This is an optimization exercise on Yosys and OpenROAD, whose aim is small area, not a production implementation.
Only simulation tests tie the RTL to the original design; equivalence was not proved.
Power and IR drop assume default switching activity.

### flow/run.sh
#!/bin/bash
# synth_recipe.tcl (not shown) runs the flow's synth.tcl, then flattens the netlist and writes it again
# the make line also repeats each setting of config.mk as NAME=value (left out here)
make -C /OpenROAD-flow-scripts/flow DESIGN_CONFIG=/design/flow/config.mk WORK_HOME=/design/flow/orfs CLKGATE_MAP_FILE= SYNTH_SCRIPT=/design/flow/synth_recipe.tcl finish
### flow/config.mk
export PLATFORM = sky130hd
export DESIGN_NAME = rs_encode_line_adapter
export DESIGN_NICKNAME = rs_encode_line_adapter
export VERILOG_FILES = /design/flow/design.v
export SDC_FILE = /design/flow/constraint.sdc
export NUM_CORES = 4
export LEC_CHECK = 0
export CAP_MARGIN = 20
export CORE_MARGIN = 2
export CORE_UTILIZATION = 40
export SLEW_MARGIN = 20
### flow/constraint.sdc
create_clock -name core_clock -period 6.0 [get_ports {clk}]
set_input_delay 1.2000 -clock core_clock [delete_from_list [all_inputs] [get_ports {clk}]]
set_output_delay 1.2000 -clock core_clock [all_outputs]
set_load 0.01 [all_outputs]
### flow/design.v
module rs_encode_line_adapter #(
    parameter int DATA_W    = 64,
    parameter int RS_K_MAX  = 223,
    parameter int NUM_PAR   = 32,
    parameter int OUT_DEPTH = 4,
    localparam int DATA_BYTES = DATA_W / 8,
    localparam int CFG_W      = $clog2(RS_K_MAX + 1),
    localparam int PARITY_W   = 8 * NUM_PAR
) (
    input  logic                clk,
    input  logic                rst_n,
    input  logic [CFG_W-1:0]    cfg_k,
    input  logic                src_line_val,
    input  logic [DATA_W-1:0]   src_line,
    output logic                src_line_rdy,
    output logic                enc_start,
    output logic                enc_sym_val,
    output logic [7:0]          enc_sym,
    input  logic                enc_par_val,
    input  logic [7:0]          enc_par,
    output logic                dst_line_val,
    output logic [DATA_W-1:0]   dst_line,
    output logic [PARITY_W-1:0] dst_parity,
    output logic                dst_last,
    input  logic                dst_line_rdy,
    output logic                busy,
    output logic [1:0]          dbg_state
);
    localparam int BI_W  = $clog2(DATA_BYTES);
    localparam int PTR_W = $clog2(OUT_DEPTH);
    localparam int CNT_W = $clog2(OUT_DEPTH + 1);
    localparam int PC_W  = $clog2(NUM_PAR);
    localparam logic [CFG_W-1:0] K_MAX = CFG_W'(RS_K_MAX);
    localparam logic [1:0] IDLE = 2'd0, SER = 2'd1, WAIT_PAR = 2'd2;
    logic [1:0]            state, state_nxt;
    logic                  blk_active;
    logic                  first_byte;
    logic                  last_line;
    logic                  init_done;
    logic [BI_W-1:0]       byte_idx;
    logic [CFG_W-1:0]      rem;
    logic [PC_W-1:0]       par_cnt;
    logic [DATA_W-1:0]     mem_line [OUT_DEPTH];
    logic [PARITY_W-1:0]   mem_par  [OUT_DEPTH];
    logic [OUT_DEPTH-1:0]  mem_last;
    logic [PTR_W-1:0]      wr_ptr, ser_ptr;
    logic [OUT_DEPTH-1:0]  rd_oh;         
    logic [CNT_W-1:0]      count;
    logic [CFG_W-1:0]      k_new, rem_in;
    logic                  next_is_last, room, line_end, ser_done;
    logic                  par_hit, par_final, accept, push, pop;
    logic [DATA_W-1:0]     held_next;
    logic [DATA_W-1:0]     ser_line;
    always_comb begin
        state_nxt = state;
        k_new     = (cfg_k == '0 || cfg_k > K_MAX) ? K_MAX : cfg_k;
        case (state)
            IDLE:    rem_in = blk_active ? rem : k_new;
            SER:     rem_in = rem - 1'b1;
            default: rem_in = rem;
        endcase
        next_is_last = (32'(rem_in) <= DATA_BYTES);
        room = next_is_last ? (count < CNT_W'(OUT_DEPTH)) : (count < CNT_W'(OUT_DEPTH - 1));
        line_end  = (state == SER) && (byte_idx == BI_W'(DATA_BYTES - 1)) && !last_line;
        ser_done  = (state == SER) && last_line && (rem == CFG_W'(1));
        src_line_rdy = init_done && room && ((state == IDLE) || line_end);
        accept    = src_line_val && src_line_rdy;
        par_hit   = (state == WAIT_PAR) && enc_par_val;
        par_final = par_hit && (par_cnt == PC_W'(NUM_PAR - 1));
        held_next = src_line;
        case (state)
            IDLE:     if (accept) state_nxt = SER;
            SER:      if (ser_done) state_nxt = WAIT_PAR;
                      else if (line_end && !accept) state_nxt = IDLE;
            WAIT_PAR: if (par_final) state_nxt = IDLE;
            default:  state_nxt = IDLE;
        endcase
    end
    always_ff @(posedge clk or negedge rst_n) begin
        if (!rst_n) state <= IDLE;
        else        state <= state_nxt;
    end
    always_ff @(posedge clk or negedge rst_n) begin
        if (!rst_n) begin
            blk_active <= 1'b0;
            first_byte <= 1'b0;
            last_line  <= 1'b0;
            init_done  <= 1'b0;
            byte_idx   <= '0;
            rem        <= '0;
            par_cnt    <= '0;
        end else begin
            init_done <= 1'b1;
            if (state == SER) begin
                byte_idx   <= byte_idx + 1'b1;
                rem        <= rem - 1'b1;
                first_byte <= 1'b0;
            end
            if (accept) begin
                byte_idx   <= '0;
                rem        <= rem_in;
                last_line  <= next_is_last;
                first_byte <= !blk_active;
                blk_active <= 1'b1;
            end
            if (par_hit) par_cnt <= par_cnt + 1'b1;
            if (par_final) blk_active <= 1'b0;
        end
    end
    always_comb begin
        push = (accept && !next_is_last) || par_final;
        pop  = dst_line_val && dst_line_rdy;
    end
    always_ff @(posedge clk or negedge rst_n) begin
        if (!rst_n) begin
            rd_oh  <= OUT_DEPTH'(1);
            wr_ptr <= '0;
            count  <= '0;
        end else begin
            if (push) wr_ptr <= (wr_ptr == PTR_W'(OUT_DEPTH - 1)) ? '0 : wr_ptr + 1'b1;
            if (pop)  rd_oh  <= {rd_oh[OUT_DEPTH-2:0], rd_oh[OUT_DEPTH-1]};
            case ({push, pop})
                2'b10:   count <= count + 1'b1;
                2'b01:   count <= count - 1'b1;
                default: count <= count;
            endcase
        end
    end
    always_ff @(posedge clk) begin
        for (int i = 0; i < OUT_DEPTH; i++) begin
            if (accept && wr_ptr == PTR_W'(i)) begin
                mem_line[i] <= held_next;
                mem_last[i] <= next_is_last;
            end
            if (par_hit && wr_ptr == PTR_W'(i))
                mem_par[i] <= PARITY_W'({mem_par[i], enc_par});
        end
    end
    assign ser_ptr  = last_line ? wr_ptr : wr_ptr - 1'b1;
    assign ser_line = mem_line[ser_ptr];
    assign dst_line_val = (count != '0);
    always_comb begin
        dst_line   = '0;
        dst_parity = '0;
        dst_last   = 1'b0;
        for (int i = 0; i < OUT_DEPTH; i++) begin
            dst_line   = dst_line   | (mem_line[i] & {DATA_W{rd_oh[i]}});
            dst_parity = dst_parity | (mem_par[i]  & {PARITY_W{rd_oh[i]}});
            dst_last   = dst_last   | (mem_last[i] & rd_oh[i]);
        end
    end
    assign enc_sym_val  = (state == SER);
    assign enc_start    = (state == SER) && first_byte;
    assign enc_sym      = ser_line[DATA_W-1-8*byte_idx -: 8];
    assign busy         = blk_active;
    assign dbg_state    = state;
endmodule
==> flow_summary.json, run 1 <==
{
  "run_status": "finished clean",
  "timing.critical_path.mode_cell": "sky130_fd_sc_hd__a21oi_1",
  "grt_start_max_net_pins": 109,
  "r2r-end": "mem_line[0][59]$_DFFE_PP_",
  "synth-seq-area-share_pct": 79.5,
  "global_route.usage.total_pct": 19.3,
  "type_of_the_setup_path_with_the_least_slack": "flip-flop to output port",
  "viasPerCell": 5.55,
  "numCtsBuffers": 141,
  "route.detailed.wl_per_inst_um": 24.4,
  "layout_common_cells": "sky130_fd_sc_hd__edfxtp_1, sky130_fd_sc_hd__a22oi_1, sky130_fd_sc_hd__clkdlybuf4s50_1, sky130_fd_sc_hd__nand2_1, sky130_fd_sc_hd__clkbuf_16",
  "syn2layout_area_growth_pct": 22.2,
  "route.antenna.remaining_nets": 0,
  "max_freq_mhz": 179,
  "num_vias": 28191,
  "placement_rows": 129,
  "dieArea_um2": 127000,
  "vias_in_the_first_global_route": 28274,
  "number_of_endpoints_failing_setup_at_the_final_stage": 0,
  "netlist_top_cells_area": "sky130_fd_sc_hd__edfxtp_1, sky130_fd_sc_hd__a22oi_1, sky130_fd_sc_hd__nand2_1, sky130_fd_sc_hd__mux4_2, sky130_fd_sc_hd__dfrtp_1",
  "maxCapViolCount": 0,
  "maxSlewHeadroom_pct": 36.4,
  "layout.filler_cells": 10325,
  "cts_h_tree_lvls": 4,
  "cpMaxStageDelayCell": "sky130_fd_sc_hd__a21oi_1",
  "die_w_um": 356,
  "worstPathArrival_ns": 4.39,
  "grt_overflow": 0,
  "timing.critical_path.cells": "inv_1 > ha_1 > or2_2 > a21oi_1 > a22oi_1 > o22ai_1 > a31oi_1 > a21oi_1 > a2bb2oi_1 > clkdlybuf4s50_1",
  "drtPass1Iterations": 5,
  "final.setup_skew_ns": 0.0192,
  "crit_required_ns": 4.80,
  "floorplan.initialDensity_pct": 40.1,
  "grt_first_pass_wirelength_mm": 184,
  "layout_min_cycle_time_ns": 5.59,
  "asyncSetResetFlopFracSynth_pct": 2.36,
  "final.setup.tns_ns": 0,
  "finalMaxSlewViolations": 0,
  "static-leakage-power_nw": 20.1,
  "crit_path_max_incr_delay_ns": 0.64,
  "root_buffer": "sky130_fd_sc_hd__clkbuf_16",
  "nets": 3428,
  "number_of_storage_elements_in_the_synthesis_netlist": 1315,
  "worst_path_dominant_cell_family": "compound AO/OA/AOI/OAI gates",
  "power-per-cell-area_nw_per_um2": 396,
  "synth.largest_area_cell": "sky130_fd_sc_hd__edfxtp_1",
  "cts_hold_buf": 0,
  "die_height_um": 356,
  "setup.worst_path.end_class": "output port",
  "io_pins": 421,
  "yosys_most_used_dff": "sky130_fd_sc_hd__edfxtp_1",
  "synth.avg_cell_area_um2": 17.2,
  "worst_pin_slew_ns": 0.954,
  "final_min_period_over_clock_period_pct": 93.2,
  "finalWeightedCongestion": 0.834,
  "core_area_um2": 123000,
  "drt_first_iter_violations": 3049,
  "ys_types": 72,
  "grt.met3_usage_pct": 4.81,
  "highest_fanout_seen_on_the_critical_path": 7,
  "reg2reg_depth": 8,
  "grt-busiest-layer": "met2",
  "hold_viol": 0,
  "critical_path.endpoint": "enc_sym[1]",
  "final_common_cell": "sky130_fd_sc_hd__edfxtp_1",
  "grt.met1_usage_pct": 28.0,
  "synth.net_count": 2968,
  "synth_area_um2": 49500,
  "half_perimeter_wire_length_after_placement_mm": 76.4,
  "worst_setup_path_startpoint": "wr_ptr[0]$_DFFE_PN0P_",
  "hold_path_class": "flip-flop to flip-flop",
  "finalPower_w": 0.0240,
  "detail_route.wirelength_mm": 124,
  "grt_antenna_before_repair": 6,
  "worst_setup_path_start_kind": "flip-flop",
  "r2r_start": "state[0]$_DFFE_PN0P_",
  "synth-edff-count": 1284,
  "drc": 0,
  "yosysWarnings": 3,
  "buffer_ports.inserted": 420,
  "timing.critical_path.depth": 10,
  "synth_cells": 2870,
  "tritoncts_num_sinks": 1315,
  "synthDominantCellAreaShare_pct": 77.9,
  "clock_tree.buffer_depth": 3,
  "clk_pin_slew_ns": 0.06,
  "max-vdd-ir-drop_mv": 0.376,
  "layout-drive-gt1-share_pct": 10.8,
  "rsz0062_at_grt": "false",
  "worst-r2r-setup-slack_ns": 1.55,
  "tritoncts_clock_tree": "yes",
  "critical_path.n_buffers_inverters": 2,
  "clkLatencyLatePin_ns": 0.76,
  "grt_use_met2_pct": 28.7
}
-- synthesized netlist by cell type (3+ instances only) --
cell                          n
sky130_fd_sc_hd__a21oi_1     25
sky130_fd_sc_hd__a221o_1      4
sky130_fd_sc_hd__a22oi_1    650
sky130_fd_sc_hd__a311oi_1     4
sky130_fd_sc_hd__a31oi_1     17
sky130_fd_sc_hd__and2_1      11
sky130_fd_sc_hd__and3_1       3
sky130_fd_sc_hd__buf_1       13
sky130_fd_sc_hd__buf_2        6
sky130_fd_sc_hd__buf_4        4
sky130_fd_sc_hd__clkbuf_1   155
sky130_fd_sc_hd__dfrtp_1     30
sky130_fd_sc_hd__edfxtp_1  1284
sky130_fd_sc_hd__ha_1        12
sky130_fd_sc_hd__inv_1       17
sky130_fd_sc_hd__mux2_2      16
sky130_fd_sc_hd__mux2i_1     11
sky130_fd_sc_hd__mux4_2      47
sky130_fd_sc_hd__nand2_1    391
sky130_fd_sc_hd__nand2b_1     4
sky130_fd_sc_hd__nand3_1      4
sky130_fd_sc_hd__nor2_1      37
sky130_fd_sc_hd__nor2b_1      5
sky130_fd_sc_hd__nor3_1       8
sky130_fd_sc_hd__o211ai_1     9
sky130_fd_sc_hd__o21ai_0     20
sky130_fd_sc_hd__o22ai_1      8
sky130_fd_sc_hd__o311ai_0     4
sky130_fd_sc_hd__or2_2        3
sky130_fd_sc_hd__or3_1        3
sky130_fd_sc_hd__xnor2_1      7
sky130_fd_sc_hd__xor2_1       6
-- cell families (layout without fill, tap and decap cells) --
group | count (synthesis) | after routing | share of synthesized area, %
flip-flops | 1315 | 1315 | 79.5
AO/OA/AOI/OAI | 773 | 773 | 11.6
AND/OR/NAND/NOR | 482 | 482 | 3.97
buffers and inverters | 197 | 767 | 1.54
multiplexers | 76 | 76 | 2.79
adder cells (fa/ha/maj) | 13 | 13 | 0.344
XOR/XNOR | 13 | 13 | 0.230
other | 1 | 7 | 0.00758
-- worst min-delay path by stage --
stage | from | endpoint | slack [ns] | cells past startpoint
global placement | mem_par[3][236]$_DFFE_PP_ | mem_par[3][244]$_DFFE_PP_ | 0.43 | 0
CTS | mem_par[1][29]$_DFFE_PP_ | mem_par[1][37]$_DFFE_PP_ | 0.43 | 0
global route | mem_par[1][98]$_DFFE_PP_ | mem_par[1][106]$_DFFE_PP_ | 0.44 | 0
floorplan | mem_par[1][92]$_DFFE_PP_ | mem_par[1][100]$_DFFE_PP_ | 0.43 | 0
finish | mem_par[1][131]$_DFFE_PP_ | mem_par[1][139]$_DFFE_PP_ | 0.43 | 0
detailed placement | mem_par[3][6]$_DFFE_PP_ | mem_par[3][14]$_DFFE_PP_ | 0.43 | 0
-- where the power goes --
| group | switching (W) | total (W) | internal [W] |
|---|---|---|---|
| sequential | 0.000486 | 0.0117 | 0.0112 |
| clock | 0.00356 | 0.00843 | 0.00488 |
| combinational | 0.00230 | 0.00387 | 0.00158 |
| total | 0.00634 | 0.0240 | 0.0176 |
-- layer usage --
metal,wire length (um),vias up
li1,-,12567
met2,56200,1089
met3,9530,172
met5,0,-
met1,55200,14363
met4,3030,0
-- flip-flops by register name (all words and copies together) (netlist names), 3 cells and up --
signal,flops
mem_par,1024
mem_line,256
rem,8
par_cnt,5
mem_last,4
rd_oh,4
byte_idx,3
count,3
-- per-stage QoR --
step | utilization (%) | instance area (um2) | setup slack [ns] | std cells | hold slack (ns)
floorplan | - | 49500 | 0.429 | 2870 | 0.427
global placement | 45.4 | 56000 | 1.01 | 4824 | 0.428
detailed placement | 45.4 | 56000 | 0.945 | 4824 | 0.433
CTS | 49.0 | 60500 | 0.0978 | 5077 | 0.429
global route | 49.0 | 60500 | 0.166 | 5081 | 0.438
finish | 49.1 | 60500 | 0.407 | 5083 | 0.428
-- final cells by class --
cell class,instances,area [um2],share of cell area [%]
Clock buffer,174,3780,6.24
Antenna cell,6,15.0,0.0248
Clock inverter,79,713,1.18
Sequential cell,1315,39300,65.1
Multi-Input combinational cell,1358,9430,15.6
Inverter,19,73.8,0.122
Timing Repair Buffer,495,5080,8.40
Tap cell,1637,2050,3.39
-- timing repair --
action,in CTS,in global routing
resized for setup,0,1
endpoints found under the setup margin,0,2
buffers inserted,0,0
hold endpoints to repair,0,0
==> run 2, diff against run 1 <==
--- a/flow/config.mk
+++ b/flow/config.mk
@@ -8,4 +8,5 @@
 export CAP_MARGIN = 20
 export CORE_MARGIN = 2
 export CORE_UTILIZATION = 40
+export CTS_BUF_LIST = sky130_fd_sc_hd__clkbuf_4
 export SLEW_MARGIN = 20
==> run 2 against run 1 <==
Compared with the run above: combinational power increased by 3%; core utilization down 0.059 points; sequential power hardly changed; fmax shrank 2.5%; register-to-register slack improved by 0.26 ns; worst setup slack lost 0.14 ns; via count is 4.4% higher; total power shrank 2.7%.
==> flow_summary.json, run 2 <==
{
  "run_status": "finished clean",
  "synth.avg_cell_area_um2": 17.2,
  "synthSimpleGateAreaFrac_pct": 3.97,
  "synthDominantCellAreaShare_pct": 77.9,
  "synth.largest_area_cell": "sky130_fd_sc_hd__edfxtp_1",
  "reg_top3": "mem_par: 1024 flops, mem_line: 256 flops, rem: 8 flops",
  "syn2layout_area_growth_pct": 22.1,
  "layout_min_cycle_time_ns": 5.74,
  "cell_with_the_most_instances_after_synthesis": "sky130_fd_sc_hd__edfxtp_1",
  "yosys_most_used_dff": "sky130_fd_sc_hd__edfxtp_1",
  "numCtsBuffers": 358,
  "synth_commonest_cells": "sky130_fd_sc_hd__edfxtp_1, sky130_fd_sc_hd__a22oi_1, sky130_fd_sc_hd__nand2_1",
  "r2r_start": "state[1]$_DFFE_PN0P_",
  "final.setup_skew_ns": 0.0988,
  "number_of_storage_elements_in_the_synthesis_netlist": 1315,
  "synth-seq-area-share_pct": 79.5,
  "synthMuxAreaShare_pct": 2.79,
  "power_switching_w": 0.00630,
  "ys_types": 72,
  "dp_worst_setup_slack_ns": 0.945,
  "die_w_um": 356,
  "min_to": "mem_par[2][48]$_DFFE_PP_",
  "root_buffer": "sky130_fd_sc_hd__clkbuf_4",
  "max_freq_mhz": 174,
  "worstPathArrival_ns": 4.54,
  "worst_pin_slew_ns": 0.939,
  "global_route.usage.total_pct": 19.6,
  "seq_power_share_pct": 50.0,
  "hold_path_class": "flip-flop to flip-flop",
  "cell_depth_of_the_worst_min_delay_path": 0,
  "layout-drive-gt1-share_pct": 19.4,
  "finalMaxSlewViolations": 0,
  "drc": 0,
  "io_pins": 421,
  "cts_hold_buf": 0,
  "largest_reg_flops": 1024,
  "tritoncts_num_sinks": 1315,
  "cts_h_tree_lvls": 5,
  "die_height_um": 356,
  "buffer_ports.inserted": 420,
  "half_perimeter_wire_length_after_placement_mm": 76.4,
  "clkLatencyLatePin_ns": 1.26,
  "internal_power_w": 0.0170,
  "max-vdd-ir-drop_mv": 0.364,
  "dieArea_um2": 127000,
  "final_common_cell": "sky130_fd_sc_hd__edfxtp_1",
  "largest_register": "mem_par",
  "num_vias": 29431,
  "drtPass1Iterations": 8,
  "setup.worst_path.end_class": "output port",
  "type_of_the_setup_path_with_the_least_slack": "flip-flop to output port",
  "reg2reg_depth": 9,
  "netlist_top_cells_area": "sky130_fd_sc_hd__edfxtp_1, sky130_fd_sc_hd__a22oi_1, sky130_fd_sc_hd__nand2_1, sky130_fd_sc_hd__mux4_2, sky130_fd_sc_hd__dfrtp_1",
  "grt_first_pass_wirelength_mm": 187,
  "tritoncts_clock_tree": "yes",
  "viasPerCell": 5.42,
  "final_min_period_over_clock_period_pct": 95.6,
  "place_area_um2": 56000,
  "worst-r2r-setup-slack_ns": 1.81,
  "maxCapViolCount": 0,
  "grt_overflow": 0,
  "highest_fanout_seen_on_the_critical_path": 12,
  "main_combinational_cell_family_by_area_after_synthesis": "compound AO/OA/AOI/OAI gates",
  "timing.hold.worst.start": "mem_par[2][40]$_DFFE_PP_",
  "synth.net_count": 2968,
  "clk_pin_slew_ns": 0.07,
  "hold_viol": 0,
  "synth_cells": 2870,
  "layout_common_cells": "sky130_fd_sc_hd__edfxtp_1, sky130_fd_sc_hd__a22oi_1, sky130_fd_sc_hd__clkbuf_4, sky130_fd_sc_hd__clkdlybuf4s50_1, sky130_fd_sc_hd__nand2_1",
  "power-per-cell-area_nw_per_um2": 386,
  "r2r-end": "mem_line[0][59]$_DFFE_PP_",
  "synth_adder_area_share_pct": 0.344,
  "route.detailed.wl_per_inst_um": 23.1,
  "area_fraction_in_compound_gates_after_synthesis_pct": 11.6,
  "crit_required_ns": 4.80,
  "placement_rows": 129,
  "synth-edff-count": 1284,
  "nets": 3651,
  "portion_of_total_power_attributed_to_the_clock_network_pct": 33.0,
  "vias_in_the_first_global_route": 30017,
  "drt_first_iter_violations": 2853,
  "detail_route.wirelength_mm": 125,
  "maxSlewHeadroom_pct": 37.4,
  "grt_start_max_net_pins": 109,
  "asyncSetResetFlopFracSynth_pct": 2.36,
  "synth_area_um2": 49500,
  "route.antenna.remaining_nets": 0,
  "floorplan.initialDensity_pct": 40.1,
  "least_setup_slack_across_all_paths_after_layout_ns": 0.265,
  "static-leakage-power_nw": 20.5,
  "yosysWarnings": 3,
  "grt_antenna_before_repair": 8,
  "share_of_the_core_filled_with_cells_in_the_final_layout_pct": 49.0,
  "final_design_area_no_fill_um2": 60400,
  "worst_setup_path_start_kind": "flip-flop",
  "finalWeightedCongestion": 0.834,
  "switching_share_pct": 27.0,
  "clock_tree.buffer_depth": 4,
  "worst_hold_slack_ns": 0.373,
  "rsz0062_at_grt": "true",
  "post_synth_xor_area_fraction_pct": 0.230,
  "number_of_endpoints_failing_setup_at_the_final_stage": 0,
  "share_comb_of_total_power_pct": 17.0,
  "core_area_um2": 123000
}
-- run 2: cell types whose count changed in the layout (fill, tap and decap cells not counted), moves of 3 or more --
cell / change
sky130_fd_sc_hd__inv_6: -4
sky130_fd_sc_hd__clkbuf_8: -6
sky130_fd_sc_hd__bufinv_16: -5
sky130_fd_sc_hd__diode_2: +5
sky130_fd_sc_hd__clkinv_8: -5
sky130_fd_sc_hd__clkbuf_1: -24
sky130_fd_sc_hd__clkinvlp_4: -5
sky130_fd_sc_hd__buf_4: +4
sky130_fd_sc_hd__clkbuf_4: +538
sky130_fd_sc_hd__clkinv_2: -17
sky130_fd_sc_hd__clkinv_1: +6
sky130_fd_sc_hd__inv_2: +3
sky130_fd_sc_hd__inv_16: -3
sky130_fd_sc_hd__clkbuf_16: -144
-- run 2: how the worst max path moves through the flow --
| stage | to | slack, ns | start |
|---|---|---|---|
| 6_report | enc_sym[5] | 0.26 | wr_ptr[0]$_DFFE_PN0P_ |
| 4_1_cts | enc_sym[0] | 0.01 | last_line$_DFFE_PN0N_ |
| 2_1_floorplan | mem_par[3][0]$_DFFE_PP_ | 0.43 | enc_par_val |
| 5_1_grt | enc_sym[0] | -0.05 | wr_ptr[0]$_DFFE_PN0P_ |
| 3_3_place_gp | src_line_rdy | 1.01 | cfg_k[5] |
| 3_5_place_dp | src_line_rdy | 0.95 | cfg_k[5] |
-- run 2: repair_timing --
item | in CTS | in global routing
pin swaps | 1 | 1
cloned | 1 | 0
buffers inserted | 1 | 4
setup endpoints to repair | 9 | 3
resized for setup | 6 | 2
-- run 2: final cells by class --
type | count | area [um2]
sequential | 1315 | 39400
multi-input combinational | 1359 | 9450
clock buffer | 538 | 4040
timing repair buffer | 500 | 5130
antenna | 11 | 27.5
clock inverter | 48 | 290
fill | 10547 | 62900
tap | 1637 | 2050
inverter | 19 | 77.6
-- run 2: worst max-delay path: stages (launching register included) --
cell and delay [ns]:
sky130_fd_sc_hd__dfrtp_2 0.42, sky130_fd_sc_hd__inv_1 0.09, sky130_fd_sc_hd__ha_1 0.31, sky130_fd_sc_hd__or2_2 0.37, sky130_fd_sc_hd__and2_4 0.26, sky130_fd_sc_hd__buf_4 0.23, sky130_fd_sc_hd__mux4_2 0.28, sky130_fd_sc_hd__mux2_2 0.28
sky130_fd_sc_hd__a221o_1 0.35, sky130_fd_sc_hd__a32o_1 0.28, sky130_fd_sc_hd__clkdlybuf4s50_1 0.48
-- run 2: metrics by stage --
stage / std cells / TNS (ns) / power [W]
after global routing: 5426 / -0.0461 / 0.0244
after CTS: 5412 / 0 / 0.0235
after floorplan: 2870 / 0 / 0.0143
after global placement: 4824 / 0 / 0.0156
after detailed placement: 4824 / 0 / 0.0157
final: 5427 / 0 / 0.0233
-- run 2: logic make-up (layout without fill, tap and decap cells) --
logic type,count (synthesis),after routing
adders and majority gates,13,13
buffers and inverters,197,1105
xor gates and xnor gates,13,13
DFF,1315,1315
AOI/OAI and AO/OA,773,773
muxes,76,76
and+or+nand+nor,482,483
other,1,12
-- run 2: metal layers --
layer  wire (um)  vias to the layer above  global-route usage [%]
met4        3070                        0                    7.22
met1       54900                    14746                    27.3
met3       10500                      233                    5.90
li1            -                    13206                       -
met5           0                        -                       0
met2       56900                     1246                    29.0
-- run 2: power by group through the flow --
stage / sequential [W] / combinational [W] / clock, W
floorplan: 0.0118 / 0.00249 / 0
global placement: 0.0118 / 0.00380 / 0
detailed placement: 0.0119 / 0.00384 / 0
CTS: 0.0117 / 0.00390 / 0.00797
global route: 0.0118 / 0.00426 / 0.00841
finish: 0.0117 / 0.00397 / 0.00769
==> run 3, diff against run 2 <==
==> flow/flow/run.sh (new file) <==
#!/bin/bash
# Standard ORFS layout with smaller port buffers and a leaner clock tree.
set -e
cat >> config.mk <<'MK'
export BUFFER_PORTS_ARGS = -buffer_cell sky130_fd_sc_hd__buf_1
export CTS_ARGS = -sink_clustering_enable -repair_clock_nets -buf_list sky130_fd_sc_hd__clkbuf_8 -sink_clustering_size 16 -sink_clustering_max_diameter 50 -dont_use_dummy_load
MK
bash standard.sh > standard.log 2>&1
==> flow/standard.sh (new file) <==
#!/bin/bash
# synth_recipe.tcl (not shown) runs the flow's synth.tcl, then flattens the netlist and writes it again
# the make line also repeats each setting of config.mk as NAME=value (left out here)
make -C /OpenROAD-flow-scripts/flow DESIGN_CONFIG=/design/flow/config.mk WORK_HOME=/design/flow/orfs CLKGATE_MAP_FILE= SYNTH_SCRIPT=/design/flow/synth_recipe.tcl "${@:-finish}"
--- a/flow/config.mk
+++ b/flow/config.mk
@@ -8,5 +8,6 @@
 export CAP_MARGIN = 20
 export CORE_MARGIN = 2
 export CORE_UTILIZATION = 40
-export CTS_BUF_LIST = sky130_fd_sc_hd__clkbuf_4
 export SLEW_MARGIN = 20
+export BUFFER_PORTS_ARGS = -buffer_cell sky130_fd_sc_hd__buf_1
+export CTS_ARGS = -sink_clustering_enable -repair_clock_nets -buf_list sky130_fd_sc_hd__clkbuf_8 -sink_clustering_size 16 -sink_clustering_max_diameter 50 -dont_use_dummy_load
removed: flow/run.sh
==> run 3 against run 2 <==
Compared with the run above: still clean; critical path depth unchanged; design area down 8.5%; worst setup slack better by 0.080 ns; core utilization down 4.1 points; die area unchanged; via count down 5.8%; count of clock-buffer cells in the layout down 399; first-iteration DRC count up 3.2%; combinational power down 6.0%; register-to-register slack worse by 0.56 ns; synthesized cell count unchanged; clock skew down 0.020 ns; critical path type unchanged; highest routed layer unchanged.
==> flow_summary.json, run 3 <==
{
  "run_status": "finished clean",
  "die_w_um": 356,
  "route.detailed.wl_per_inst_um": 24.3,
  "num_vias": 27728,
  "viasPerCell": 5.58,
  "final.setup_skew_ns": 0.0791,
  "vias_in_the_first_global_route": 27699,
  "cts_hold_buf": 0,
  "clkLatencyLatePin_ns": 0.85,
  "buffer_ports.inserted": 420,
  "synth-seq-area-share_pct": 79.5,
  "clock_tree.buffer_depth": 3,
  "netlist_top_cells_area": "sky130_fd_sc_hd__edfxtp_1, sky130_fd_sc_hd__a22oi_1, sky130_fd_sc_hd__nand2_1, sky130_fd_sc_hd__mux4_2, sky130_fd_sc_hd__dfrtp_1",
  "synth_area_um2": 49500,
  "number_of_storage_elements_in_the_synthesis_netlist": 1315,
  "number_of_endpoints_failing_setup_at_the_final_stage": 0,
  "setup.worst_path.end_class": "output port",
  "worst_pin_slew_ns": 1.02,
  "synthDominantCellAreaShare_pct": 77.9,
  "largest_reg_flops": 1024,
  "power-per-cell-area_nw_per_um2": 366,
  "grt_antenna_before_repair": 9,
  "route.antenna.remaining_nets": 0,
  "syn2layout_area_growth_pct": 11.7,
  "post_cts.resized_instances": 0,
  "tritoncts_clock_tree": "yes",
  "postCtsSetupBuffers": 0,
  "dp_worst_setup_slack_ns": 1.19,
  "static-leakage-power_nw": 17.9,
  "detail_route.wirelength_mm": 121,
  "cell_with_the_most_instances_after_synthesis": "sky130_fd_sc_hd__edfxtp_1",
  "synth_commonest_cells": "sky130_fd_sc_hd__edfxtp_1, sky130_fd_sc_hd__a22oi_1, sky130_fd_sc_hd__nand2_1",
  "largest_register": "mem_par",
  "asyncSetResetFlopFracSynth_pct": 2.36,
  "worst_hold_slack_ns": 0.378,
  "rsz0062_at_grt": "false",
  "core_area_um2": 123000,
  "finalWeightedCongestion": 0.859,
  "layout_min_cycle_time_ns": 5.66,
  "layout_common_cells": "sky130_fd_sc_hd__edfxtp_1, sky130_fd_sc_hd__a22oi_1, sky130_fd_sc_hd__buf_1, sky130_fd_sc_hd__nand2_1, sky130_fd_sc_hd__clkbuf_8",
  "synth.avg_cell_area_um2": 17.2,
  "io_pins": 421,
  "floorplan.initialDensity_pct": 40.1,
  "synth-edff-count": 1284,
  "final.setup.tns_ns": 0,
  "synth.net_count": 2968,
  "worst_setup_path_start_kind": "flip-flop",
  "maxSlewHeadroom_pct": 32.1,
  "placement_rows": 129,
  "drtPass1Iterations": 5,
  "finalMaxSlewViolations": 0,
  "dieArea_um2": 127000,
  "highest_fanout_seen_on_the_critical_path": 34,
  "layout-drive-gt1-share_pct": 9.30,
  "half_perimeter_wire_length_after_placement_mm": 74.4,
  "reg_top3": "mem_par: 1024 flops, mem_line: 256 flops, rem: 8 flops",
  "global_route.usage.total_pct": 18.7,
  "crit_path_max_incr_delay_ns": 0.79,
  "timing.critical_path.cells": "inv_1 > ha_1 > or2_2 > and2_2 > mux2_2 > mux4_2 > a221oi_1 > o21a_1 > a21oi_1 > buf_1",
  "hold_viol": 0,
  "cpMaxStageDelayCell": "sky130_fd_sc_hd__and2_2",
  "die_height_um": 356,
  "crit_required_ns": 4.80,
  "clk_pin_slew_ns": 0.08,
  "ys_types": 72,
  "synth_cells": 2870,
  "numCtsBuffers": 139,
  "nets": 3423,
  "type_of_the_setup_path_with_the_least_slack": "flip-flop to output port",
  "grt_start_max_net_pins": 125,
  "drt_first_iter_violations": 2945,
  "drc": 0,
  "worstPathArrival_ns": 4.46,
  "maxCapViolCount": 0,
  "yosysWarnings": 3,
  "max-vdd-ir-drop_mv": 0.265,
  "cts_h_tree_lvls": 4,
  "tritoncts_num_sinks": 1315,
  "final_common_cell": "sky130_fd_sc_hd__edfxtp_1",
  "grt_first_pass_wirelength_mm": 178,
  "yosys_most_used_dff": "sky130_fd_sc_hd__edfxtp_1",
  "least_setup_slack_across_all_paths_after_layout_ns": 0.345,
  "synth.largest_area_cell": "sky130_fd_sc_hd__edfxtp_1",
  "final_min_period_over_clock_period_pct": 94.3,
  "max_freq_mhz": 177,
  "root_buffer": "sky130_fd_sc_hd__clkbuf_8",
  "hold_path_class": "flip-flop to flip-flop",
  "grt_overflow": 0
}
==> run 3: changes by cell type in the layout (fill, tap and decap cells not counted), sizes merged <==
| cell | previous run | this run |
|---|---|---|
| inv | 20 | 18 |
| clkinvlp | 1 | 0 |
| buf | 80 | 491 |
| clkdlybuf4s50 | 420 | 0 |
| clkinv | 42 | 1 |
| diode | 11 | 12 |
| bufinv | 4 | 0 |
| and2 | 12 | 11 |
| clkbuf | 538 | 140 |
==> run 3: kinds of logic after synthesis <==
group           Yosys count  share of synthesized area (%)
flops                  1315                           79.5
compound gates          773                           11.6
simple gates            482                           3.97
buf+inv                 197                           1.54
mux                      76                           2.79
fa+ha+maj                13                          0.344
xor+xnor                 13                          0.230
other cells               1                        0.00758
==> run 3: final timing paths <==
kind / from / to / slack, ns / cells past startpoint
worst min register to register: mem_par[1][152]$_DFFE_PP_ / mem_par[1][160]$_DFFE_PP_ / 0.38 / 0
worst max-delay path: wr_ptr[0]$_DFFE_PN0P_ / enc_sym[7] / 0.34 / 10
worst min-delay path: mem_par[1][152]$_DFFE_PP_ / mem_par[1][160]$_DFFE_PP_ / 0.38 / 0
max in group asynchronous: rst_n / rd_oh[1]$_DFFE_PN0P_ / 4.92 / 1
worst max register to register: state[0]$_DFFE_PN0P_ / mem_line[2][12]$_DFFE_PP_ / 1.25 / 8
min in group asynchronous: rst_n / par_cnt[0]$_DFFE_PN0P_ / 0.48 / 1
==> run 3: area by class of cell <==
cell class                      count  area (um2)
Multi-Input combinational cell   1358        9430
Fill cell                       10814       68000
Antenna cell                       12        30.0
Timing Repair Buffer              492        2460
Sequential cell                  1315       39300
Inverter                           19        73.8
Tap cell                         1637        2050
Clock buffer                      139        1910
==> run 3: critical path: cells and delay by family, from the launching register on <==
family          cells  cell delay (ns)
compound gates      3             0.68
fa+ha+maj           1             0.31
buf+inv             2             0.28
simple gates        2             0.91
flops               1             0.56
mux                 2             0.90
==> run 3: routing by layer <==
metal  vias up  wire length [um]  global-route usage (%)
met4         0              2810                    5.56
met5         -                 0                       0
met1     14113             52400                    26.6
met2      1040             55100                    28.1
met3       167             10400                    5.34
li1      12408                 -                       -
==> run 3: power by group <==
| part | total (W) | switching (W) | internal (W) |
|---|---|---|---|
| sequential | 0.0116 | 0.000483 | 0.0112 |
| clock | 0.00488 | 0.00282 | 0.00206 |
| combinational | 0.00373 | 0.00230 | 0.00143 |
| total | 0.0203 | 0.00560 | 0.0147 |
==> run 3: per-stage QoR <==
stage | util, % | total power, W | area (um2) | std cells
final | 44.8 | 0.0203 | 55300 | 4972
after global routing | 44.8 | 0.0212 | 55300 | 4969
after CTS | 44.8 | 0.0205 | 55300 | 4959
after detailed placement | 43.3 | 0.0156 | 53300 | 4820
after global placement | 43.3 | 0.0155 | 53300 | 4820
after floorplan | - | 0.0143 | 49500 | 2870
==> run 4, diff against run 3 <==
--- a/flow/config.mk
+++ b/flow/config.mk
@@ -7,7 +7,8 @@
 export LEC_CHECK = 0
 export CAP_MARGIN = 20
 export CORE_MARGIN = 2
-export CORE_UTILIZATION = 40
+export CORE_UTILIZATION = 65
+export PLACE_DENSITY = 0.75
 export SLEW_MARGIN = 20
 export BUFFER_PORTS_ARGS = -buffer_cell sky130_fd_sc_hd__buf_1
 export CTS_ARGS = -sink_clustering_enable -repair_clock_nets -buf_list sky130_fd_sc_hd__clkbuf_8 -sink_clustering_size 16 -sink_clustering_max_diameter 50 -dont_use_dummy_load
==> run 4 against run 3 <==
Compared with the run above: synthesized cell count stayed put; design area decreased by 2.6%; global-route usage up 10 points; combinational power shrank 2%; first-iteration DRC count is 6.2% higher; via count is 2.3% higher; clock power decreased by 12%; worst hold slack better by 0.023 ns; clock skew grew 0.012 ns.
==> flow_summary.json, run 4 <==
{
  "max-vdd-ir-drop_mv": 0.278,
  "layout_common_cells": "sky130_fd_sc_hd__edfxtp_1, sky130_fd_sc_hd__a22oi_1, sky130_fd_sc_hd__buf_1, sky130_fd_sc_hd__nand2_1, sky130_fd_sc_hd__clkbuf_8",
  "min_to": "mem_par[0][171]$_DFFE_PP_",
  "final_design_area_no_fill_um2": 53900,
  "vias_in_the_first_global_route": 28108,
  "wl_met2_mm": 57.3,
  "clk_pin_slew_ns": 0.09,
  "synth_commonest_cells": "sky130_fd_sc_hd__edfxtp_1, sky130_fd_sc_hd__a22oi_1, sky130_fd_sc_hd__nand2_1",
  "detail_route.wirelength_mm": 116,
  "hold_path_class": "flip-flop to flip-flop",
  "yosysWarnings": 3,
  "placement_rows": 101,
  "root_buffer": "sky130_fd_sc_hd__clkbuf_8",
  "clkLatencyLatePin_ns": 0.75,
  "synth.largest_area_cell": "sky130_fd_sc_hd__edfxtp_1",
  "r2r_start": "state[0]$_DFFE_PN0P_",
  "worst_hold_slack_ns": 0.401,
  "largest_reg_flops": 1024,
  "tritoncts_num_sinks": 1315,
  "run_status": "finished clean",
  "grt_first_pass_wirelength_mm": 173,
  "static-leakage-power_nw": 17.6,
  "met3RoutedLength_mm": 10.3,
  "place_area_um2": 52300,
  "worst_setup_path_start_kind": "flip-flop",
  "final_common_cell": "sky130_fd_sc_hd__edfxtp_1",
  "largest_register": "mem_par",
  "final.setup.tns_ns": 0,
  "setup.worst_path.end_class": "output port",
  "clock_tree.buffer_depth": 3,
  "post_cts.resized_instances": 0,
  "number_of_endpoints_failing_setup_at_the_final_stage": 0,
  "cts_h_tree_lvls": 3,
  "wl_met1_mm": 44.0,
  "highest_fanout_seen_on_the_critical_path": 25,
  "synthDominantCellAreaShare_pct": 77.9,
  "floorplan.initialDensity_pct": 65.4,
  "final.setup_skew_ns": 0.0911,
  "worstPathArrival_ns": 4.27,
  "syn2layout_area_growth_pct": 8.88,
  "crit_required_ns": 4.80,
  "finalMaxSlewViolations": 0,
  "synth_area_um2": 49500,
  "layout.filler_cells": 4685,
  "grt_overflow": 0,
  "synth-edff-count": 1284,
  "buffer_ports.inserted": 420,
  "viasPerCell": 6.66,
  "drc": 0,
  "tritoncts_clock_tree": "yes",
  "synth_cells": 2870,
  "ys_types": 72,
  "netlist_top_cells_area": "sky130_fd_sc_hd__edfxtp_1, sky130_fd_sc_hd__a22oi_1, sky130_fd_sc_hd__nand2_1, sky130_fd_sc_hd__mux4_2, sky130_fd_sc_hd__dfrtp_1",
  "cell_depth_of_the_worst_min_delay_path": 0,
  "maxSlewHeadroom_pct": 19.8,
  "type_of_the_setup_path_with_the_least_slack": "flip-flop to output port",
  "global_route.usage.total_pct": 29.2,
  "finalPower_w": 0.0196,
  "die_w_um": 280,
  "power-per-cell-area_nw_per_um2": 364,
  "postCtsSetupBuffers": 0,
  "numCtsBuffers": 113,
  "grt_start_max_net_pins": 182,
  "synth.net_count": 2968,
  "route.antenna.remaining_nets": 0,
  "worst_pin_slew_ns": 1.20,
  "hold_viol": 0,
  "maxCapViolCount": 0,
  "yosys_most_used_dff": "sky130_fd_sc_hd__edfxtp_1",
  "num_vias": 28372,
  "max_freq_mhz": 183,
  "grt_antenna_before_repair": 13,
  "layout-drive-gt1-share_pct": 7.89,
  "finalWeightedCongestion": 0.902,
  "reg2reg_depth": 9,
  "cts_hold_buf": 0,
  "core_area_um2": 75700,
  "drtPass1Iterations": 6,
  "synth-seq-area-share_pct": 79.5,
  "die_height_um": 280,
  "half_perimeter_wire_length_after_placement_mm": 72.4,
  "reg_top3": "mem_par: 1024 flops, mem_line: 256 flops, rem: 8 flops",
  "number_of_storage_elements_in_the_synthesis_netlist": 1315,
  "rsz0062_at_grt": "false",
  "r2r-end": "mem_line[1][19]$_DFFE_PP_",
  "synth.avg_cell_area_um2": 17.2,
  "timing.hold.worst.start": "mem_par[0][163]$_DFFE_PP_",
  "layout_min_cycle_time_ns": 5.47,
  "asyncSetResetFlopFracSynth_pct": 2.36,
  "route.detailed.wl_per_inst_um": 27.2,
  "nets": 3371,
  "worst-r2r-setup-slack_ns": 1.65,
  "io_pins": 421,
  "highest_layer": "met5",
  "final_min_period_over_clock_period_pct": 91.2,
  "cell_with_the_most_instances_after_synthesis": "sky130_fd_sc_hd__edfxtp_1",
  "drt_first_iter_violations": 3127,
  "dieArea_um2": 78400
}
==> run 4: cell families after synthesis <==
| kind of cell | share of synthesized area (%) |
|---|---|
| DFF | 79.5 |
| other | 0.00758 |
| AOI/OAI and AO/OA | 11.6 |
| muxes | 2.79 |
| adders and majority gates | 0.344 |
| buffers and inverters | 1.54 |
| xor gates and xnor gates | 0.230 |
| and+or+nand+nor | 3.97 |
==> run 4: power by group <==
| part | internal, W | switching, W | total, W |
|---|---|---|---|
| clock network | 0.00167 | 0.00260 | 0.00427 |
| logic | 0.00138 | 0.00227 | 0.00366 |
| registers | 0.0112 | 0.000527 | 0.0117 |
==> run 4: worst max path at each step <==
stage / startpoint / endpoint / slack [ns] / cells past startpoint
5_1_grt: wr_ptr[0]$_DFFE_PN0P_ / enc_sym[4] / 0.43 / 10
3_3_place_gp: wr_ptr[0]$_DFFE_PN0P_ / enc_sym[4] / 1.39 / 10
4_1_cts: wr_ptr[0]$_DFFE_PN0P_ / enc_sym[4] / 0.52 / 10
6_report: wr_ptr[0]$_DFFE_PN0P_ / enc_sym[4] / 0.53 / 10
3_5_place_dp: wr_ptr[0]$_DFFE_PN0P_ / enc_sym[4] / 1.32 / 10
2_1_floorplan: enc_par_val / mem_par[3][0]$_DFFE_PP_ / 0.43 / 2
==> run 4: layer usage <==
metal | up-vias | GRT usage (%)
met5 | - | 0
met4 | 2 | 12.0
met3 | 233 | 5.98
met2 | 1448 | 46.8
met1 | 14387 | 40.0
li1 | 12302 | -
==> run 4: cell type report <==
cell class | instances | area, um2 | area share (%)
flip-flops and latches | 1315 | 39300 | 73.0
multi-input cells | 1358 | 9450 | 17.5
repair buffers | 466 | 2210 | 4.10
clock buffers | 113 | 1560 | 2.89
well taps | 978 | 1220 | 2.27
inverters | 19 | 73.8 | 0.137
diodes | 11 | 27.5 | 0.0511
==> run 4: stage by stage <==
| step | utilization, % | setup WS, ns | cells |
|---|---|---|---|
| after floorplan | - | 0.429 | 2870 |
| after global placement | 69.1 | 1.39 | 4136 |
| after detailed placement | 69.1 | 1.32 | 4136 |
| after CTS | 71.1 | 0.523 | 4249 |
| after global routing | 71.2 | 0.428 | 4260 |
| final | 71.2 | 0.528 | 4260 |
==> run 4: critical path, stage by stage, from the launching register on <==
cell and delay (ns):
sky130_fd_sc_hd__dfrtp_1 0.59, sky130_fd_sc_hd__inv_1 0.13, sky130_fd_sc_hd__ha_1 0.32, sky130_fd_sc_hd__or2_2 0.16, sky130_fd_sc_hd__and2_2 0.55, sky130_fd_sc_hd__mux2_2 0.40, sky130_fd_sc_hd__mux4_2 0.48, sky130_fd_sc_hd__a221o_1 0.30
sky130_fd_sc_hd__o21ai_0 0.24, sky130_fd_sc_hd__a22oi_1 0.21, sky130_fd_sc_hd__buf_1 0.19
==> run 5, diff against run 4 <==
==> flow/flow/run.sh (replaced) <==
#!/bin/bash
# Standard ORFS layout with smaller port buffers and a leaner clock tree.
set -e
cat >> config.mk <<'MK'
export BUFFER_PORTS_ARGS = -buffer_cell sky130_fd_sc_hd__buf_1
export CTS_ARGS = -sink_clustering_enable -repair_clock_nets -buf_list sky130_fd_sc_hd__clkbuf_8 -sink_clustering_size 20 -sink_clustering_max_diameter 40 -dont_use_dummy_load
MK
bash standard.sh > standard.log 2>&1
==> flow/config.mk (replaced) <==
export PLATFORM = sky130hd
export DESIGN_NAME = rs_encode_line_adapter
export DESIGN_NICKNAME = rs_encode_line_adapter
export VERILOG_FILES = /design/flow/design.v
export SDC_FILE = /design/flow/constraint.sdc
export NUM_CORES = 4
export LEC_CHECK = 0
export CAP_MARGIN = 5
export CORE_MARGIN = 2
export CORE_UTILIZATION = 65
export PLACE_DENSITY = 0.75
export SLEW_MARGIN = 5
export BUFFER_PORTS_ARGS = -buffer_cell sky130_fd_sc_hd__buf_1
export CTS_ARGS = -sink_clustering_enable -repair_clock_nets -buf_list sky130_fd_sc_hd__clkbuf_8 -sink_clustering_size 20 -sink_clustering_max_diameter 40 -dont_use_dummy_load
==> run 5 against run 4 <==
Compared with the run above: still clean; fmax fell by 0.30%; worst hold slack got worse by 0.0030 ns; global-route usage grew 0.30 points; count of clock-buffer cells in the layout grew 27; non-clock buffer count unchanged; critical path type unchanged; largest power group unchanged.
==> flow_summary.json, run 5 <==
{
  "run_status": "finished clean",
  "layout-drive-gt1-share_pct": 8.64,
  "yosys_most_used_dff": "sky130_fd_sc_hd__edfxtp_1",
  "route.antenna.remaining_nets": 0,
  "drc": 0,
  "synth.largest_area_cell": "sky130_fd_sc_hd__edfxtp_1",
  "synthDominantCellAreaShare_pct": 77.9,
  "reg2reg_depth": 9,
  "finalMaxSlewViolations": 0,
  "crit_required_ns": 4.80,
  "cts_h_tree_lvls": 4,
  "asyncSetResetFlopFracSynth_pct": 2.36,
  "static-leakage-power_nw": 17.8,
  "nets": 3398,
  "synth.net_count": 2968,
  "detail_route.wirelength_mm": 117,
  "floorplan.initialDensity_pct": 65.4,
  "max_freq_mhz": 182,
  "highest_fanout_seen_on_the_critical_path": 25,
  "die_height_um": 280,
  "final_design_area_no_fill_um2": 54300,
  "worstPathArrival_ns": 4.29,
  "r2r-end": "mem_line[1][28]$_DFFE_PP_",
  "final_common_cell": "sky130_fd_sc_hd__edfxtp_1",
  "layout_min_cycle_time_ns": 5.49,
  "timing.critical_path.cells": "inv_1 > ha_1 > or2_2 > and2_2 > mux2_2 > mux4_2 > a221o_1 > o21ai_0 > a22oi_1 > buf_1",
  "global_route.usage.total_pct": 29.5,
  "synth_area_um2": 49500,
  "largest_reg_flops": 1024,
  "io_pins": 421,
  "number_of_endpoints_failing_setup_at_the_final_stage": 0,
  "setup.worst_path.end_class": "output port",
  "type_of_the_setup_path_with_the_least_slack": "flip-flop to output port",
  "worst_setup_path_start_kind": "flip-flop",
  "grt_overflow": 0,
  "ys_types": 72,
  "share_of_the_core_filled_with_cells_in_the_final_layout_pct": 71.7,
  "final_min_period_over_clock_period_pct": 91.5,
  "cts_hold_buf": 0,
  "synth-seq-area-share_pct": 79.5,
  "r2r_start": "state[0]$_DFFE_PN0P_",
  "numCtsBuffers": 140,
  "grt_first_pass_wirelength_mm": 173,
  "post_cts.resized_instances": 0,
  "grt_start_max_net_pins": 182,
  "finalPower_w": 0.0201,
  "core_area_um2": 75700,
  "drt_first_iter_violations": 3205,
  "reg_top3": "mem_par: 1024 flops, mem_line: 256 flops, rem: 8 flops",
  "die_w_um": 280,
  "yosysWarnings": 3,
  "layout_common_cells": "sky130_fd_sc_hd__edfxtp_1, sky130_fd_sc_hd__a22oi_1, sky130_fd_sc_hd__buf_1, sky130_fd_sc_hd__nand2_1, sky130_fd_sc_hd__clkbuf_8",
  "vias_in_the_first_global_route": 28395,
  "buffer_ports.inserted": 420,
  "maxCapViolCount": 0,
  "worst-r2r-setup-slack_ns": 1.62,
  "rsz0062_at_grt": "false",
  "viasPerCell": 6.64,
  "number_of_storage_elements_in_the_synthesis_netlist": 1315,
  "largest_register": "mem_par",
  "grt_antenna_before_repair": 16,
  "hold_path_class": "flip-flop to flip-flop",
  "drtPass1Iterations": 5,
  "clk_pin_slew_ns": 0.06,
  "tritoncts_clock_tree": "yes",
  "synth-edff-count": 1284,
  "clkLatencyLatePin_ns": 0.82,
  "maxSlewHeadroom_pct": 26.7,
  "route.detailed.wl_per_inst_um": 27.2,
  "max-vdd-ir-drop_mv": 0.272,
  "synth.avg_cell_area_um2": 17.2,
  "final.setup.tns_ns": 0,
  "postCtsSetupBuffers": 0,
  "synth_commonest_cells": "sky130_fd_sc_hd__edfxtp_1, sky130_fd_sc_hd__a22oi_1, sky130_fd_sc_hd__nand2_1",
  "netlist_top_cells_area": "sky130_fd_sc_hd__edfxtp_1, sky130_fd_sc_hd__a22oi_1, sky130_fd_sc_hd__nand2_1, sky130_fd_sc_hd__mux4_2, sky130_fd_sc_hd__dfrtp_1",
  "critical_path.endpoint": "enc_sym[4]",
  "clock_tree.buffer_depth": 3,
  "tritoncts_num_sinks": 1315,
  "placement_rows": 101,
  "syn2layout_area_growth_pct": 9.65,
  "cell_with_the_most_instances_after_synthesis": "sky130_fd_sc_hd__edfxtp_1",
  "half_perimeter_wire_length_after_placement_mm": 72.4,
  "worst_setup_path_startpoint": "wr_ptr[0]$_DFFE_PN0P_",
  "dieArea_um2": 78400,
  "crit_path_max_incr_delay_ns": 0.57,
  "power-per-cell-area_nw_per_um2": 371,
  "place_area_um2": 52300,
  "final.setup_skew_ns": 0.100,
  "root_buffer": "sky130_fd_sc_hd__clkbuf_8",
  "num_vias": 28510,
  "finalWeightedCongestion": 0.902,
  "worst_pin_slew_ns": 1.10,
  "hold_viol": 0,
  "synth_cells": 2870,
  "cpMaxStageDelayCell": "sky130_fd_sc_hd__dfrtp_1"
}
-- run 5: how the worst min path moves through the flow --
stage,from,to,slack [ns],cells past startpoint
final,mem_par[3][139]$_DFFE_PP_,mem_par[3][147]$_DFFE_PP_,0.40,0
after global routing,mem_par[3][139]$_DFFE_PP_,mem_par[3][147]$_DFFE_PP_,0.41,0
after CTS,mem_par[1][147]$_DFFE_PP_,mem_par[1][155]$_DFFE_PP_,0.40,0
after detailed placement,mem_par[2][211]$_DFFE_PP_,mem_par[2][219]$_DFFE_PP_,0.43,0
after global placement,mem_par[3][220]$_DFFE_PP_,mem_par[3][228]$_DFFE_PP_,0.43,0
after floorplan,mem_par[1][92]$_DFFE_PP_,mem_par[1][100]$_DFFE_PP_,0.43,0
-- run 5: area by class of cell --
| cell class | count | area [um2] |
|---|---|---|
| tap | 978 | 1220 |
| clock buffer | 140 | 1930 |
| antenna | 15 | 37.5 |
| sequential | 1315 | 39300 |
| inverter | 19 | 73.8 |
| fill | 4697 | 21400 |
| multi-input combinational | 1358 | 9450 |
| timing repair buffer | 466 | 2210 |
-- run 5: through the flow --
stage / setup slack, ns / instances / hold WS, ns
floorplan: 0.429 / 2870 / 0.427
global placement: 1.39 / 4136 / 0.428
detailed placement: 1.32 / 4136 / 0.433
CTS: 0.498 / 4276 / 0.398
global route: 0.398 / 4291 / 0.409
finish: 0.511 / 4291 / 0.398
-- run 5: report_power, final --
part           internal, W  switching [W]
Clock              0.00207        0.00270
Sequential          0.0112       0.000528
Combinational      0.00138        0.00228
Total               0.0146        0.00550
-- run 5: critical path: cells and delay by family, from the launching register on --
family                     cells  cell delay, ns
AOI/OAI and AO/OA              3            0.75
adders and majority gates      1            0.32
buffers and inverters          2            0.32
DFF                            1            0.57
muxes                          2            0.88
and+or+nand+nor                2            0.70
-- run 5: metal layers --
layer  share of wire, %  wire length [um]  track usage (%)
met1                 37             43600             39.4
met4                4.3              4970             13.5
met5              0.010                12                0
met3                9.4             10900             7.34
met2                 49             57000             46.6
-- run 5: cell families (layout without fill, tap and decap cells) --
group / count (synthesis) / count (layout) / share of synthesized area, %
muxes: 76 / 76 / 2.79
other: 1 / 16 / 0.00758
DFF: 1315 / 1315 / 79.5
buffers and inverters: 197 / 625 / 1.54
and+or+nand+nor: 482 / 482 / 3.97
adders and majority gates: 13 / 13 / 0.344
AOI/OAI and AO/OA: 773 / 773 / 11.6
xor gates and xnor gates: 13 / 13 / 0.230
==> run 6, diff against run 5 <==
==> flow/flow/run.sh (replaced) <==
#!/bin/bash
# Standard ORFS layout with smaller port buffers and a leaner clock tree.
set -e
cat >> config.mk <<'MK'
export BUFFER_PORTS_ARGS = -buffer_cell sky130_fd_sc_hd__buf_1
export CTS_ARGS = -sink_clustering_enable -repair_clock_nets -buf_list sky130_fd_sc_hd__clkbuf_16 -sink_clustering_size 30 -sink_clustering_max_diameter 60 -dont_use_dummy_load
MK
bash standard.sh > standard.log 2>&1
==> flow/config.mk (replaced) <==
export PLATFORM = sky130hd
export DESIGN_NAME = rs_encode_line_adapter
export DESIGN_NICKNAME = rs_encode_line_adapter
export VERILOG_FILES = /design/flow/design.v
export SDC_FILE = /design/flow/constraint.sdc
export NUM_CORES = 4
export LEC_CHECK = 0
export CAP_MARGIN = 20
export CORE_MARGIN = 2
export CORE_UTILIZATION = 65
export PLACE_DENSITY = 0.75
export SLEW_MARGIN = 20
export BUFFER_PORTS_ARGS = -buffer_cell sky130_fd_sc_hd__buf_1
export CTS_ARGS = -sink_clustering_enable -repair_clock_nets -buf_list sky130_fd_sc_hd__clkbuf_16 -sink_clustering_size 30 -sink_clustering_max_diameter 60 -dont_use_dummy_load
==> run 6 against run 5 <==
Compared with the run above: global-route usage shrank 0.32 points; still clean; area after synthesis is the same; largest power group unchanged; design area shrank 0.19%; core utilization shrank 0.14 points; highest routed layer unchanged; non-clock buffer count is the same.
==> flow_summary.json, run 6 <==
{
  "die_w_um": 280,
  "num_vias": 28366,
  "ys_types": 72,
  "reg_top3": "mem_par: 1024 flops, mem_line: 256 flops, rem: 8 flops",
  "highest_fanout_seen_on_the_critical_path": 25,
  "crit_required_ns": 4.80,
  "final.setup.tns_ns": 0,
  "hold_path_class": "flip-flop to flip-flop",
  "min_to": "mem_par[1][12]$_DFFE_PP_",
  "final_common_cell": "sky130_fd_sc_hd__edfxtp_1",
  "nets": 3331,
  "r2r-end": "mem_line[3][47]$_DFFE_PP_",
  "worst_hold_slack_ns": 0.402,
  "die_height_um": 280,
  "finalPower_w": 0.0202,
  "grt_start_max_net_pins": 182,
  "syn2layout_area_growth_pct": 9.45,
  "largest_reg_flops": 1024,
  "max-vdd-ir-drop_mv": 0.276,
  "tritoncts_num_sinks": 1315,
  "maxSlewHeadroom_pct": 6.84,
  "clkLatencyLatePin_ns": 0.65,
  "route.antenna.remaining_nets": 0,
  "asyncSetResetFlopFracSynth_pct": 2.36,
  "synth_commonest_cells": "sky130_fd_sc_hd__edfxtp_1, sky130_fd_sc_hd__a22oi_1, sky130_fd_sc_hd__nand2_1",
  "dieArea_um2": 78400,
  "crit_path_max_incr_delay_ns": 0.57,
  "layout-drive-gt1-share_pct": 6.75,
  "grt_first_pass_wirelength_mm": 172,
  "synth_cells": 2870,
  "layout.filler_cells": 4634,
  "half_perimeter_wire_length_after_placement_mm": 72.4,
  "number_of_storage_elements_in_the_synthesis_netlist": 1315,
  "viasPerCell": 6.72,
  "grt-busiest-layer": "met2",
  "yosysWarnings": 3,
  "type_of_the_setup_path_with_the_least_slack": "flip-flop to output port",
  "cell_depth_of_the_worst_min_delay_path": 0,
  "buffer_ports.inserted": 420,
  "clock_tree.buffer_depth": 3,
  "detail_route.wirelength_mm": 116,
  "numCtsBuffers": 73,
  "timing.critical_path.cells": "inv_1 > ha_1 > or2_2 > and2_2 > mux2_2 > mux4_2 > a221o_1 > o21ai_0 > a22oi_1 > buf_1",
  "final_min_period_over_clock_period_pct": 89.1,
  "finalMaxSlewViolations": 0,
  "layout_min_cycle_time_ns": 5.35,
  "cpMaxStageDelayCell": "sky130_fd_sc_hd__dfrtp_1",
  "reg2reg_depth": 9,
  "vias_in_the_first_global_route": 27861,
  "drt_first_iter_violations": 3232,
  "core_area_um2": 75700,
  "run_status": "finished clean",
  "cell_with_the_most_instances_after_synthesis": "sky130_fd_sc_hd__edfxtp_1",
  "io_pins": 421,
  "cts_hold_buf": 0,
  "final-instance-count-excl-fill": 4223,
  "synth.avg_cell_area_um2": 17.2,
  "drc": 0,
  "grt_antenna_before_repair": 13,
  "setup.worst_path.end_class": "output port",
  "synth.largest_area_cell": "sky130_fd_sc_hd__edfxtp_1",
  "r2r_start": "state[0]$_DFFE_PN0P_",
  "grt.met3_usage_pct": 5.70,
  "post_cts.resized_instances": 0,
  "synth-edff-count": 1284,
  "root_buffer": "sky130_fd_sc_hd__clkbuf_16",
  "synth-seq-area-share_pct": 79.5,
  "hold_viol": 0,
  "final.setup_skew_ns": 0.0894,
  "worst_path_dominant_cell_family": "multiplexers",
  "netlist_top_cells_area": "sky130_fd_sc_hd__edfxtp_1, sky130_fd_sc_hd__a22oi_1, sky130_fd_sc_hd__nand2_1, sky130_fd_sc_hd__mux4_2, sky130_fd_sc_hd__dfrtp_1",
  "synth.net_count": 2968,
  "finalWeightedCongestion": 0.902,
  "worstPathArrival_ns": 4.15,
  "share_of_the_core_filled_with_cells_in_the_final_layout_pct": 71.6,
  "clk_pin_slew_ns": 0.11,
  "number_of_endpoints_failing_setup_at_the_final_stage": 0,
  "worst-r2r-setup-slack_ns": 1.64,
  "floorplan.initialDensity_pct": 65.4,
  "maxCapViolCount": 0,
  "max_freq_mhz": 187,
  "yosys_most_used_dff": "sky130_fd_sc_hd__edfxtp_1",
  "postCtsSetupBuffers": 0,
  "drtPass1Iterations": 8,
  "synthDominantCellAreaShare_pct": 77.9,
  "largest_register": "mem_par",
  "grt_overflow": 0,
  "static-leakage-power_nw": 17.7,
  "placement_rows": 101,
  "layout_common_cells": "sky130_fd_sc_hd__edfxtp_1, sky130_fd_sc_hd__a22oi_1, sky130_fd_sc_hd__buf_1, sky130_fd_sc_hd__nand2_1, sky130_fd_sc_hd__clkbuf_16",
  "post-place-cells": 4136,
  "tritoncts_clock_tree": "yes",
  "route.detailed.wl_per_inst_um": 27.5,
  "timing.critical_path.depth": 10,
  "worst_pin_slew_ns": 1.40,
  "global_route.usage.total_pct": 29.2,
  "power-per-cell-area_nw_per_um2": 372,
  "grt_use_met2_pct": 46.9,
  "cts_h_tree_lvls": 3,
  "synth_area_um2": 49500,
  "worst_setup_path_start_kind": "flip-flop",
  "rsz0062_at_grt": "false",
  "critical_path.n_buffers_inverters": 2,
  "grt.met1_usage_pct": 40.0,
  "timing.hold.worst.start": "mem_par[1][4]$_DFFE_PP_"
}
[run 6: cell count changes in the layout (fill, tap and decap cells not counted), sizes merged]
cell	delta
clkbuf	-67
diode	-1
[run 6: how the worst max path moves through the flow]
| stage | endpoint | slack [ns] | start |
|---|---|---|---|
| 2_1_floorplan | mem_par[3][0]$_DFFE_PP_ | 0.43 | enc_par_val |
| 3_3_place_gp | enc_sym[4] | 1.39 | wr_ptr[0]$_DFFE_PN0P_ |
| 3_5_place_dp | enc_sym[4] | 1.32 | wr_ptr[0]$_DFFE_PN0P_ |
| 4_1_cts | enc_sym[4] | 0.67 | wr_ptr[0]$_DFFE_PN0P_ |
| 5_1_grt | enc_sym[4] | 0.58 | wr_ptr[0]$_DFFE_PN0P_ |
| 6_report | enc_sym[4] | 0.65 | wr_ptr[0]$_DFFE_PN0P_ |
[run 6: report_power, final]
part           internal (W)  switching [W]  total (W)  leakage, nW
Sequential           0.0112       0.000530     0.0117         12.0
Clock               0.00217        0.00264    0.00481        0.900
Combinational       0.00138        0.00226    0.00365         4.81
Total                0.0147        0.00543     0.0202         17.7
[run 6: layout make-up]
type | count | area (um2) | area share (%)
clock buffers | 73 | 1830 | 3.37
flip-flops and latches | 1315 | 39300 | 72.6
well taps | 978 | 1220 | 2.26
multi-input cells | 1358 | 9450 | 17.4
diodes | 14 | 35.0 | 0.0647
inverters | 19 | 73.8 | 0.136
repair buffers | 466 | 2210 | 4.08
[run 6: logic make-up (layout without fill, tap and decap cells)]
group           count (synthesis)  in the layout  share of synthesized area, %
simple gates                  482            482                          3.97
xor+xnor                       13             13                         0.230
compound gates                773            773                          11.6
flops                        1315           1315                          79.5
fa+ha+maj                      13             13                         0.344
buf+inv                       197            558                          1.54
mux                            76             76                          2.79
other cells                     1             15                       0.00758
[run 6: worst reg2reg max path, cell delays in order, from the launching register on]
cell and delay [ns]:
sky130_fd_sc_hd__dfrtp_1 0.74, sky130_fd_sc_hd__nand2b_1 0.11, sky130_fd_sc_hd__buf_4 0.21, sky130_fd_sc_hd__inv_1 0.47, sky130_fd_sc_hd__o21ai_0 0.30, sky130_fd_sc_hd__a211oi_2 0.38, sky130_fd_sc_hd__o2111ai_4 0.24, sky130_fd_sc_hd__a21oi_4 0.52
sky130_fd_sc_hd__and2_2 0.70, sky130_fd_sc_hd__buf_4 0.39
[run 6: per-stage QoR]
stage,worst slack [ns],cell area [um2]
finish,0.653,54200
global route,0.577,54200
CTS,0.675,54100
detailed placement,1.32,52300
global placement,1.39,52300
floorplan,0.429,49500
[run 6: routing by layer]
metal  part of all wire [%]  wire length [um]
met1                     38             44400
met2                     49             57400
met3                    8.3              9610
met4                    4.1              4740
met5                 0.0095                11

afterwards: timing with drivers on the ports:
Ports are ideal in the flow. The routed layouts listed here were re-timed in OpenROAD.
Step 1 assumes that a clkbuf_16 drives the clock port and a buf_2 every other input.
Step 2 adds t to the input delays and takes it off the output delays; t is the mean of the earliest and latest rising clock arrival at the registers after step 1. Input paths then give back, and output paths get back, about the clock's delay inside the block.
a / b / c = ideal / step 1 / step 2; a / b = the first two.
| run | shift t [ns] | slack for setup (ns) | hold slack, ns | worst register clock-pin slew, ns |
|---|---|---|---|---|
| run 1 | 0.814 | 0.407 / 0.337 / 0.945 | 0.428 / 0.428 / 0.428 | 0.07 / 0.07 |
| run 2 | 1.254 | 0.265 / 0.201 / 0.948 | 0.373 / 0.373 / 0.373 | 0.07 / 0.07 |
| run 3 | 0.881 | 0.345 / 0.271 / 1.152 | 0.378 / 0.378 / 0.378 | 0.10 / 0.10 |
| run 4 | 0.769 | 0.528 / 0.464 / 1.233 | 0.401 / 0.401 / 0.401 | 0.10 / 0.10 |
| run 5 | 0.829 | 0.511 / 0.444 / 1.273 | 0.398 / 0.398 / 0.398 | 0.11 / 0.11 |
| run 6 | 0.672 | 0.653 / 0.588 / 1.261 | 0.402 / 0.402 / 0.402 | 0.11 / 0.11 |
After both steps every run listed still meets setup and hold.
